This design comes from an exercise in tuning for small area, a short achievable clock period and few clock cycles per item on the open sky130 flow, not from production work. In this exercise RTL edits were held to simulation tests only and were not proved equivalent to the original.

==> sierra <==
==> flow/design.v <==
package dqsa_pkg;
  localparam int unsigned DqsaDepth = 128;
  localparam int unsigned DataW = 32;
  typedef enum logic {
    REQ_ENQ = 1'b0,
    REQ_DEQ = 1'b1
  } req_type_e;
  typedef enum logic [1:0] {
    ST_OK        = 2'd0,
    ST_OVERFLOW  = 2'd1,
    ST_UNDERFLOW = 2'd2
  } status_e;
  typedef enum logic {
    S_IDLE = 1'b0,
    S_READ = 1'b1
  } ctrl_state_e;
  typedef struct packed {
    logic accept;     
    logic load_now;   
    logic load_ram;   
  } dqsa_cmd_t;
  typedef struct packed {
    logic deq_hit;    
    logic out_busy;   
  } dqsa_sts_t;
endpackage
module dual_queue_shared_array #(
  parameter int unsigned DEPTH = 128
) (
  input  logic        clk_i,
  input  logic        rst_ni,
  input  logic        s_axis_tvalid,
  output logic        s_axis_tready,
  input  logic [31:0] s_axis_tdata,    
  input  logic [1:0]  s_axis_tuser,    
  output logic        m_axis_tvalid,
  input  logic        m_axis_tready,
  output logic [31:0] m_axis_tdata,    
  output logic [1:0]  m_axis_tuser     
);
  localparam int unsigned D  = 128;
  localparam int unsigned AW = 7;
  logic          rdy;                   
  logic [AW:0]   ext_a_q, ext_b_q;      
  logic [AW-1:0] hd_a_q, hd_b_q;        
  logic          empty_a_q, empty_b_q;  
  logic          last_a_q, last_b_q;    
  logic          full_q;                
  logic [AW:0]   free_q;                
  logic [D-1:0][31:0] mem_q;
  logic take;
  logic enq_ok, enq_a, enq_b, deq_a, deq_b, deq_ok, sel_b, sel_empty;
  logic [1:0] status;
  always_comb begin
    take      = s_axis_tvalid && rdy;
    sel_b     = s_axis_tuser[1];
    sel_empty = sel_b ? empty_b_q : empty_a_q;
    enq_ok    = take && !s_axis_tuser[0] && !full_q;
    enq_a     = enq_ok && !sel_b;
    enq_b     = enq_ok &&  sel_b;
    deq_ok    = s_axis_tuser[0] && !sel_empty;
    deq_a     = take && deq_ok && !sel_b;
    deq_b     = take && deq_ok &&  sel_b;
    if (s_axis_tuser[0]) status = sel_empty ? 2'd2 : 2'd0;
    else                 status = full_q    ? 2'd1 : 2'd0;
  end
  logic [AW:0]   ext_a_d, ext_b_d, free_d;
  logic [AW-1:0] hd_a_d, hd_b_d;
  logic          empty_a_d, empty_b_d, last_a_d, last_b_d, full_d;
  always_comb begin
    ext_a_d   = ext_a_q;
    hd_a_d    = hd_a_q;
    empty_a_d = empty_a_q;
    last_a_d  = last_a_q;
    ext_b_d   = ext_b_q;
    hd_b_d    = hd_b_q;
    empty_b_d = empty_b_q;
    last_b_d  = last_b_q;
    free_d    = free_q;
    full_d    = full_q;
    if (enq_a) begin
      ext_a_d   = ext_a_q + 1'b1;
      empty_a_d = 1'b0;
      last_a_d  = empty_a_q;
      free_d    = free_q - 1'b1;
      full_d    = (free_q == (AW+1)'(1));
    end
    if (enq_b) begin
      ext_b_d   = ext_b_q + 1'b1;
      empty_b_d = 1'b0;
      last_b_d  = empty_b_q;
      free_d    = free_q - 1'b1;
      full_d    = (free_q == (AW+1)'(1));
    end
    if (deq_a) begin
      if (last_a_q) begin
        ext_a_d   = '0;
        hd_a_d    = '0;
        empty_a_d = 1'b1;
        last_a_d  = 1'b0;
        free_d    = free_q + ext_a_q;
        full_d    = 1'b0;
      end else begin
        hd_a_d    = hd_a_q + 1'b1;
        last_a_d  = ({1'b0, hd_a_q} + (AW+1)'(2) == ext_a_q);
      end
    end
    if (deq_b) begin
      if (last_b_q) begin
        ext_b_d   = '0;
        hd_b_d    = '0;
        empty_b_d = 1'b1;
        last_b_d  = 1'b0;
        free_d    = free_q + ext_b_q;
        full_d    = 1'b0;
      end else begin
        hd_b_d    = hd_b_q + 1'b1;
        last_b_d  = ({1'b0, hd_b_q} + (AW+1)'(2) == ext_b_q);
      end
    end
  end
  always_ff @(posedge clk_i or negedge rst_ni) begin
    if (!rst_ni) begin
      ext_a_q   <= '0;
      hd_a_q    <= '0;
      empty_a_q <= 1'b1;
      last_a_q  <= 1'b0;
      ext_b_q   <= '0;
      hd_b_q    <= '0;
      empty_b_q <= 1'b1;
      last_b_q  <= 1'b0;
      free_q    <= (AW+1)'(D);
      full_q    <= 1'b0;
    end else begin
      ext_a_q   <= ext_a_d;
      hd_a_q    <= hd_a_d;
      empty_a_q <= empty_a_d;
      last_a_q  <= last_a_d;
      ext_b_q   <= ext_b_d;
      hd_b_q    <= hd_b_d;
      empty_b_q <= empty_b_d;
      last_b_q  <= last_b_d;
      free_q    <= free_d;
      full_q    <= full_d;
    end
  end
  logic [AW-1:0] raddr;
  logic [D-1:0]  rsel_d;
  assign raddr = sel_b ? ~hd_b_q : hd_a_q;
  always_comb begin
    for (int i = 0; i < D; i++) rsel_d[i] = deq_ok && (raddr == AW'(i));
  end
  logic [AW-1:0] waddr;
  logic [D-1:0]  wen_q;
  logic [31:0]   wdata_q;
  assign waddr = sel_b ? ~ext_b_q[AW-1:0] : ext_a_q[AW-1:0];
  always_ff @(posedge clk_i) begin
    for (int i = 0; i < D; i++) wen_q[i] <= enq_ok && (waddr == AW'(i));
    wdata_q <= s_axis_tdata;
  end
  always_ff @(posedge clk_i) begin
    for (int i = 0; i < D; i++) begin
      if (wen_q[i]) mem_q[i] <= wdata_q;
    end
  end
  localparam int unsigned G  = 4;         
  localparam int unsigned GW = D / G;     
  logic         v1_q;
  logic [1:0]   st1_q;
  logic [D-1:0] rsel_q;
  always_ff @(posedge clk_i) begin
    rsel_q <= rsel_d;
    st1_q  <= status;
  end
  logic [G-1:0][31:0] part;
  always_comb begin
    for (int g = 0; g < G; g++) begin
      part[g] = '0;
      for (int k = 0; k < GW; k++) begin
        part[g] = part[g] | (mem_q[g*GW+k] & {32{rsel_q[g*GW+k]}});
      end
    end
  end
  logic               v2_q;
  logic [1:0]         st2_q;
  logic [G-1:0][31:0] part_q;
  always_ff @(posedge clk_i) begin
    part_q <= part;
    st2_q  <= st1_q;
  end
  logic [31:0] rdata;
  always_comb begin
    rdata = '0;
    for (int g = 0; g < G; g++) rdata = rdata | part_q[g];
  end
  logic [33:0] res;
  assign res = {st2_q, rdata};
  localparam int unsigned K = 4;
  logic [33:0]  e0_q;
  logic [33:0]  e_q [1:K-1];
  logic [2:0]   cnt_q;
  logic         ov;                 
  logic         pop;
  logic [2:0]   cnt_d;
  logic alive_q;
  assign rdy   = alive_q && ({1'b0, cnt_q} + {3'b0, v1_q} + {3'b0, v2_q}) <= 4'(K - 1);
  assign ov    = cnt_q != '0;
  assign pop   = ov && m_axis_tready;
  assign cnt_d = cnt_q - {2'b0, pop} + {2'b0, v2_q};
  always_ff @(posedge clk_i or negedge rst_ni) begin
    if (!rst_ni) begin
      alive_q <= 1'b0;
      v1_q  <= 1'b0;
      v2_q  <= 1'b0;
      cnt_q <= '0;
    end else begin
      alive_q <= 1'b1;
      v1_q  <= take;
      v2_q  <= v1_q;
      cnt_q <= cnt_d;
    end
  end
  logic [33:0] e0s_q;
  always_ff @(posedge clk_i) begin
    if (!ov || m_axis_tready) e0s_q <= (cnt_q < 3'd2) ? res : e_q[1];
  end
  always_ff @(posedge clk_i) begin
    e0_q <= (ov && !m_axis_tready) ? e0s_q :
            (cnt_q >= 3'd2)        ? e_q[1] : res;
  end
  always_ff @(posedge clk_i) begin
    for (int j = 1; j < K; j++) begin
      if (pop && cnt_q >= 3'(j + 2)) begin
        e_q[j] <= e_q[j+1 < K ? j+1 : j];
      end else if ((pop && cnt_q == 3'(j + 1)) || (!pop && cnt_q <= 3'(j))) begin
        e_q[j] <= res;
      end
    end
  end
  logic tready_q, tvalid_q;
  always_ff @(posedge clk_i or negedge rst_ni) begin
    if (!rst_ni) begin
      tready_q <= 1'b0;
      tvalid_q <= 1'b0;
    end else begin
      tready_q <= ({1'b0, cnt_d} + {3'b0, v1_q} + {3'b0, take}) <= 4'(K - 1);
      tvalid_q <= cnt_d != '0;
    end
  end
  assign s_axis_tready = tready_q;
  assign m_axis_tvalid = tvalid_q;
  assign m_axis_tuser  = e0_q[33:32];
  assign m_axis_tdata  = e0_q[31:0];
endmodule
==> flow/flow/run.sh <==
#!/bin/bash
set -euo pipefail
bash standard.sh finish \
  "BUFFER_PORTS_ARGS=-buffer_cell sky130_fd_sc_hd__buf_2" \
  "POST_GLOBAL_PLACE_TCL=$PWD/flow/move_out.tcl" > flow_make.log 2>&1
==> flow/flow/move_out.tcl <==
# Place the flip-flop that drives each output port's buffer on top of that
# buffer; detailed placement then legalizes it next to the buffer.
set block [ord::get_db_block]
set moved 0
foreach bterm [$block getBTerms] {
  if {[$bterm getIoType] != "OUTPUT"} { continue }
  set net [$bterm getNet]
  if {$net == "NULL"} { continue }
  set buf ""
  foreach it [$net getITerms] {
    if {[$it isOutputSignal]} { set buf [$it getInst] }
  }
  if {$buf == ""} { continue }
  set innet ""
  foreach it [$buf getITerms] {
    if {[$it isInputSignal]} { set innet [$it getNet] }
  }
  if {$innet == "" || $innet == "NULL"} { continue }
  set ff ""
  foreach it [$innet getITerms] {
    if {[$it isOutputSignal]} { set ff [$it getInst] }
  }
  if {$ff == ""} { continue }
  if {![[$ff getMaster] isSequential]} { continue }
  set loc [$buf getLocation]
  $ff setLocation [lindex $loc 0] [lindex $loc 1]
  incr moved
}
puts "move_out: placed $moved output flip-flops at their port buffers"
==> flow/standard.sh <==
#!/bin/bash
# synth_recipe.tcl (not shown) runs the flow's synth.tcl, then flattens the netlist and writes it again
# the make line also repeats each setting of config.mk as NAME=value (left out here)
make -C /OpenROAD-flow-scripts/flow DESIGN_CONFIG=/design/flow/config.mk WORK_HOME=/design/flow/orfs CLKGATE_MAP_FILE= SYNTH_SCRIPT=/design/flow/synth_recipe.tcl "${@:-finish}"
==> flow/config.mk <==
export PLATFORM = sky130hd
export DESIGN_NAME = dual_queue_shared_array
export DESIGN_NICKNAME = dual_queue_shared_array
export VERILOG_FILES = /design/flow/design.v
export SDC_FILE = /design/flow/constraint.sdc
export NUM_CORES = 4
export LEC_CHECK = 0
export ABC_CLOCK_PERIOD_IN_PS = 2700
export CAP_MARGIN = 20
export CORE_MARGIN = 2
export CORE_UTILIZATION = 56
export CTS_CLUSTER_DIAMETER = 90
export CTS_CLUSTER_SIZE = 27
export PLACE_DENSITY = 0.64
export SETUP_SLACK_MARGIN = 3.8
export SLEW_MARGIN = 20
export TNS_END_PERCENT = 40
==> flow/constraint.sdc <==
create_clock -name core_clock -period 6.0 [get_ports {clk_i}]
set_input_delay 1.2000 -clock core_clock [delete_from_list [all_inputs] [get_ports {clk_i}]]
set_output_delay 1.2000 -clock core_clock [all_outputs]
set_load 0.01 [all_outputs]
==> zinc: changes against sierra <==
==> flow/design.v, changed modules only <==
module dual_queue_shared_array #(
  parameter int unsigned DEPTH = 128
) (
  input  logic        clk_i,
  input  logic        rst_ni,
  input  logic        s_axis_tvalid,
  output logic        s_axis_tready,
  input  logic [31:0] s_axis_tdata,    
  input  logic [1:0]  s_axis_tuser,    
  output logic        m_axis_tvalid,
  input  logic        m_axis_tready,
  output logic [31:0] m_axis_tdata,    
  output logic [1:0]  m_axis_tuser     
);
  localparam int unsigned D  = 128;
  localparam int unsigned AW = 7;
  logic          rdy_q;
  logic [AW:0]   ext_a_q, ext_b_q;      
  logic [AW-1:0] hd_a_q, hd_b_q;        
  logic          empty_a_q, empty_b_q;  
  logic          last_a_q, last_b_q;    
  logic          full_q;                
  logic [AW:0]   free_q;                
  logic [D-1:0][31:0] mem_q;
  logic take;
  logic enq_ok, enq_a, enq_b, deq_a, deq_b, deq_ok, sel_b, sel_empty;
  logic [1:0] status;
  always_comb begin
    take      = s_axis_tvalid && rdy_q;
    sel_b     = s_axis_tuser[1];
    sel_empty = sel_b ? empty_b_q : empty_a_q;
    enq_ok    = take && !s_axis_tuser[0] && !full_q;
    enq_a     = enq_ok && !sel_b;
    enq_b     = enq_ok &&  sel_b;
    deq_ok    = s_axis_tuser[0] && !sel_empty;
    deq_a     = take && deq_ok && !sel_b;
    deq_b     = take && deq_ok &&  sel_b;
    if (s_axis_tuser[0]) status = sel_empty ? 2'd2 : 2'd0;
    else                 status = full_q    ? 2'd1 : 2'd0;
  end
  logic [AW:0]   ext_a_d, ext_b_d, free_d;
  logic [AW-1:0] hd_a_d, hd_b_d;
  logic          empty_a_d, empty_b_d, last_a_d, last_b_d, full_d;
  always_comb begin
    ext_a_d   = ext_a_q;
    hd_a_d    = hd_a_q;
    empty_a_d = empty_a_q;
    last_a_d  = last_a_q;
    ext_b_d   = ext_b_q;
    hd_b_d    = hd_b_q;
    empty_b_d = empty_b_q;
    last_b_d  = last_b_q;
    free_d    = free_q;
    full_d    = full_q;
    if (enq_a) begin
      ext_a_d   = ext_a_q + 1'b1;
      empty_a_d = 1'b0;
      last_a_d  = empty_a_q;
      free_d    = free_q - 1'b1;
      full_d    = (free_q == (AW+1)'(1));
    end
    if (enq_b) begin
      ext_b_d   = ext_b_q + 1'b1;
      empty_b_d = 1'b0;
      last_b_d  = empty_b_q;
      free_d    = free_q - 1'b1;
      full_d    = (free_q == (AW+1)'(1));
    end
    if (deq_a) begin
      if (last_a_q) begin
        ext_a_d   = '0;
        hd_a_d    = '0;
        empty_a_d = 1'b1;
        last_a_d  = 1'b0;
        free_d    = free_q + ext_a_q;
        full_d    = 1'b0;
      end else begin
        hd_a_d    = hd_a_q + 1'b1;
        last_a_d  = ({1'b0, hd_a_q} + (AW+1)'(2) == ext_a_q);
      end
    end
    if (deq_b) begin
      if (last_b_q) begin
        ext_b_d   = '0;
        hd_b_d    = '0;
        empty_b_d = 1'b1;
        last_b_d  = 1'b0;
        free_d    = free_q + ext_b_q;
        full_d    = 1'b0;
      end else begin
        hd_b_d    = hd_b_q + 1'b1;
        last_b_d  = ({1'b0, hd_b_q} + (AW+1)'(2) == ext_b_q);
      end
    end
  end
  always_ff @(posedge clk_i or negedge rst_ni) begin
    if (!rst_ni) begin
      ext_a_q   <= '0;
      hd_a_q    <= '0;
      empty_a_q <= 1'b1;
      last_a_q  <= 1'b0;
      ext_b_q   <= '0;
      hd_b_q    <= '0;
      empty_b_q <= 1'b1;
      last_b_q  <= 1'b0;
      free_q    <= (AW+1)'(D);
      full_q    <= 1'b0;
    end else begin
      ext_a_q   <= ext_a_d;
      hd_a_q    <= hd_a_d;
      empty_a_q <= empty_a_d;
      last_a_q  <= last_a_d;
      ext_b_q   <= ext_b_d;
      hd_b_q    <= hd_b_d;
      empty_b_q <= empty_b_d;
      last_b_q  <= last_b_d;
      free_q    <= free_d;
      full_q    <= full_d;
    end
  end
  logic [D-1:0] dec_ta, dec_tb, ha_ok, hb_ok;
  logic [D-1:0] wen, rsel_d;
  always_comb begin
    for (int i = 0; i < D; i++) begin
      dec_ta[i] = (ext_a_q[AW-1:0] == AW'(i));
      dec_tb[i] = (~ext_b_q[AW-1:0] == AW'(i));
      ha_ok[i]  = (hd_a_q == AW'(i)) && !empty_a_q;
      hb_ok[i]  = (~hd_b_q == AW'(i)) && !empty_b_q;
    end
    wen    = ({D{enq_a}} & dec_ta) | ({D{enq_b}} & dec_tb);
    rsel_d = {D{s_axis_tuser[0]}} & (sel_b ? hb_ok : ha_ok);
  end
  always_ff @(posedge clk_i) begin
    for (int i = 0; i < D; i++) begin
      if (wen[i]) mem_q[i] <= s_axis_tdata;
    end
  end
  localparam int unsigned G  = 4;         
  localparam int unsigned GW = D / G;     
  logic         v1_q;
  logic [1:0]   st1_q;
  logic [D-1:0] rsel_q;
  always_ff @(posedge clk_i) begin
    rsel_q <= rsel_d;
    st1_q  <= status;
  end
  logic [G-1:0][31:0] part;
  always_comb begin
    for (int g = 0; g < G; g++) begin
      part[g] = '0;
      for (int k = 0; k < GW; k++) begin
        part[g] = part[g] | (mem_q[g*GW+k] & {32{rsel_q[g*GW+k]}});
      end
    end
  end
  logic               v2_q;
  logic [1:0]         st2_q;
  logic [G-1:0][31:0] part_q;
  always_ff @(posedge clk_i) begin
    part_q <= part;
    st2_q  <= st1_q;
  end
  logic [31:0] rdata;
  always_comb begin
    rdata = '0;
    for (int g = 0; g < G; g++) rdata = rdata | part_q[g];
  end
  logic [33:0] res;
  assign res = {st2_q, rdata};
  localparam int unsigned K = 4;
  logic [33:0]  e0_q;
  logic [33:0]  e_q [1:K-1];
  logic [2:0]   cnt_q;
  logic         ov_q;               
  logic         pop;
  logic [2:0]   cnt_d;
  logic [2:0]   need;
  assign pop   = ov_q && m_axis_tready;
  assign cnt_d = cnt_q - {2'b0, pop} + {2'b0, v2_q};
  assign need  = cnt_d + {2'b0, v1_q} + {2'b0, take};
  always_ff @(posedge clk_i or negedge rst_ni) begin
    if (!rst_ni) begin
      v1_q  <= 1'b0;
      v2_q  <= 1'b0;
      cnt_q <= '0;
      ov_q  <= 1'b0;
      rdy_q <= 1'b0;
    end else begin
      v1_q  <= take;
      v2_q  <= v1_q;
      cnt_q <= cnt_d;
      ov_q  <= cnt_d != '0;
      rdy_q <= (need <= 3'(K - 1));
    end
  end
  always_ff @(posedge clk_i or negedge rst_ni) begin
    if (!rst_ni) begin
      e0_q <= '0;
    end else if (!ov_q || m_axis_tready) begin
      e0_q <= (cnt_q >= 3'd2) ? e_q[1] : res;
    end
  end
  always_ff @(posedge clk_i) begin
    for (int j = 1; j < K; j++) begin
      if (pop && cnt_q >= 3'(j + 2)) begin
        e_q[j] <= e_q[j+1 < K ? j+1 : j];
      end else if ((pop && cnt_q == 3'(j + 1)) || (!pop && cnt_q <= 3'(j))) begin
        e_q[j] <= res;
      end
    end
  end
  assign s_axis_tready = rdy_q;
  assign m_axis_tvalid = ov_q;
  assign m_axis_tuser  = e0_q[33:32];
  assign m_axis_tdata  = e0_q[31:0];
endmodule
==> flow/flow/run.sh (replaced) <==
#!/bin/bash
set -euo pipefail
bash standard.sh finish "BUFFER_PORTS_ARGS=-buffer_cell sky130_fd_sc_hd__buf_2" > flow_make.log 2>&1
- CORE_UTILIZATION: 56 -> 50
- CTS_CLUSTER_DIAMETER: 90 -> 100
- CTS_CLUSTER_SIZE: 27 -> 30
- PLACE_DENSITY: 0.64 -> 0.6
- SETUP_SLACK_MARGIN: 3.8 -> 3.4
- TNS_END_PERCENT: 40 -> 10
removed: flow/flow/move_out.tcl
==> xenon: changes against sierra <==
--- a/flow/design.v
+++ b/flow/design.v
@@ -153,12 +153,18 @@
   logic [AW-1:0] waddr;
-  logic [D-1:0]  wen_q;
+  logic [7:0]    wlo_q;
+  logic [15:0]   whi_q;
   logic [31:0]   wdata_q;
+  logic [D-1:0]  wen;
   assign waddr = sel_b ? ~ext_b_q[AW-1:0] : ext_a_q[AW-1:0];
   always_ff @(posedge clk_i) begin
-    for (int i = 0; i < D; i++) wen_q[i] <= enq_ok && (waddr == AW'(i));
+    for (int j = 0; j < 8; j++)  wlo_q[j] <= enq_ok && (waddr[2:0] == 3'(j));
+    for (int j = 0; j < 16; j++) whi_q[j] <= (waddr[6:3] == 4'(j));
     wdata_q <= s_axis_tdata;
   end
+  always_comb begin
+    for (int i = 0; i < D; i++) wen[i] = wlo_q[i % 8] && whi_q[i / 8];
+  end
   always_ff @(posedge clk_i) begin
     for (int i = 0; i < D; i++) begin
-      if (wen_q[i]) mem_q[i] <= wdata_q;
+      if (wen[i]) mem_q[i] <= wdata_q;
     end
@@ -226,5 +232,9 @@
   end
-  always_ff @(posedge clk_i) begin
-    e0_q <= (ov && !m_axis_tready) ? e0s_q :
-            (cnt_q >= 3'd2)        ? e_q[1] : res;
+  always_ff @(posedge clk_i or negedge rst_ni) begin
+    if (!rst_ni) begin
+      e0_q <= '0;
+    end else begin
+      e0_q <= (ov && !m_axis_tready) ? e0s_q :
+              (cnt_q >= 3'd2)        ? e_q[1] : res;
+    end
   end
- CTS_CLUSTER_SIZE: 27 -> 24
- SETUP_SLACK_MARGIN: 3.8 -> 3.6
- TNS_END_PERCENT: 40 -> 20
==> results.txt <==
| item | zinc | sierra | xenon |
|---|---|---|---|
| Status | no timing/DRC/antenna violations | no timing/DRC/antenna violations | no timing/DRC/antenna violations |
| Critical path capture point type | flop | output pin | flop |
| Dpl hpwl | 311900 µm | 268900 µm | 269700 µm |
| Antenna Diode Count | 40 | 19 | 31 |
| Average cell area after synthesis | 18.05 µm² | 18.31 µm² | 18.35 µm² |
| Number of buffers inserted during clock tree synthesis | 177 | 202 | 220 |
| Min-delay worst type | in -> async | in -> reg | in -> async |
| Average via count per standard cell | 7.118 | 7.395 | 7.374 |
| Number of synthesized flops with an enable pin | 4198 | 4232 | 4232 |
| Worst reg2reg path startpoint | rsel_q[14] | rsel_q[88] | wlo_q[1] |
| Worst R2R End | part_q[28] | part_q[65] | mem_q[2343] |
| Worst-path cell with the longest stage delay | sky130_fd_sc_hd__or4_1 | sky130_fd_sc_hd__dfrtp_1 | sky130_fd_sc_hd__dfxtp_1 |
| Simple-gate share of the synthesized area | 4.427% | 4.208% | 4.480% |
| Global routing usage on met1 | 47.96% | 52.39% | 52.98% |
| Slack of the critical path | 3.092 ns | 3.359 ns | 3.273 ns |
| FILL cells | 24689 | 20887 | 20982 |
Testbench counts of sierra, summed over its fixed seeds: cycles 24,024, items 24,000.
Testbench counts of zinc, summed over its fixed seeds: cycles 24,024, items 24,000.
Testbench counts of xenon, summed over its fixed seeds: cycles 24,024, items 24,000.

## separate check: timing with driven ports
No port has a modelled driver above. Below, the same layouts with a new extraction and two added sets of constraints.
Step 1, drivers: a clkbuf_16 drives clk_i and a buf_2 each remaining input, both assumed.
Step 2 times the ports against the registers' clock, not the clock port: input delays grow and output delays shrink by t, the midpoint of the rising clock arrivals with the driver on.
a / b / c = no drivers / after step 1 / after step 2; a / b = the first two.
run	t, ns	slack for setup (ns)	worst setup path at the end	latest minus earliest clock arrival (ns)	worst slew at a driven data input, ns
sierra	1.042	3.359 / 3.248 / 2.685	input to register	0.069 / 0.068	0.19
zinc	1.030	3.092 / 3.084 / 2.134	input to register	0.049 / 0.049	0.23
xenon	1.042	3.273 / 3.187 / 2.551	input to register	0.063 / 0.063	0.21
After both steps every run listed still meets setup and hold. The setup slack of zinc, which loses most, moves by -0.008 ns with the drivers and by -0.958 ns with both steps.
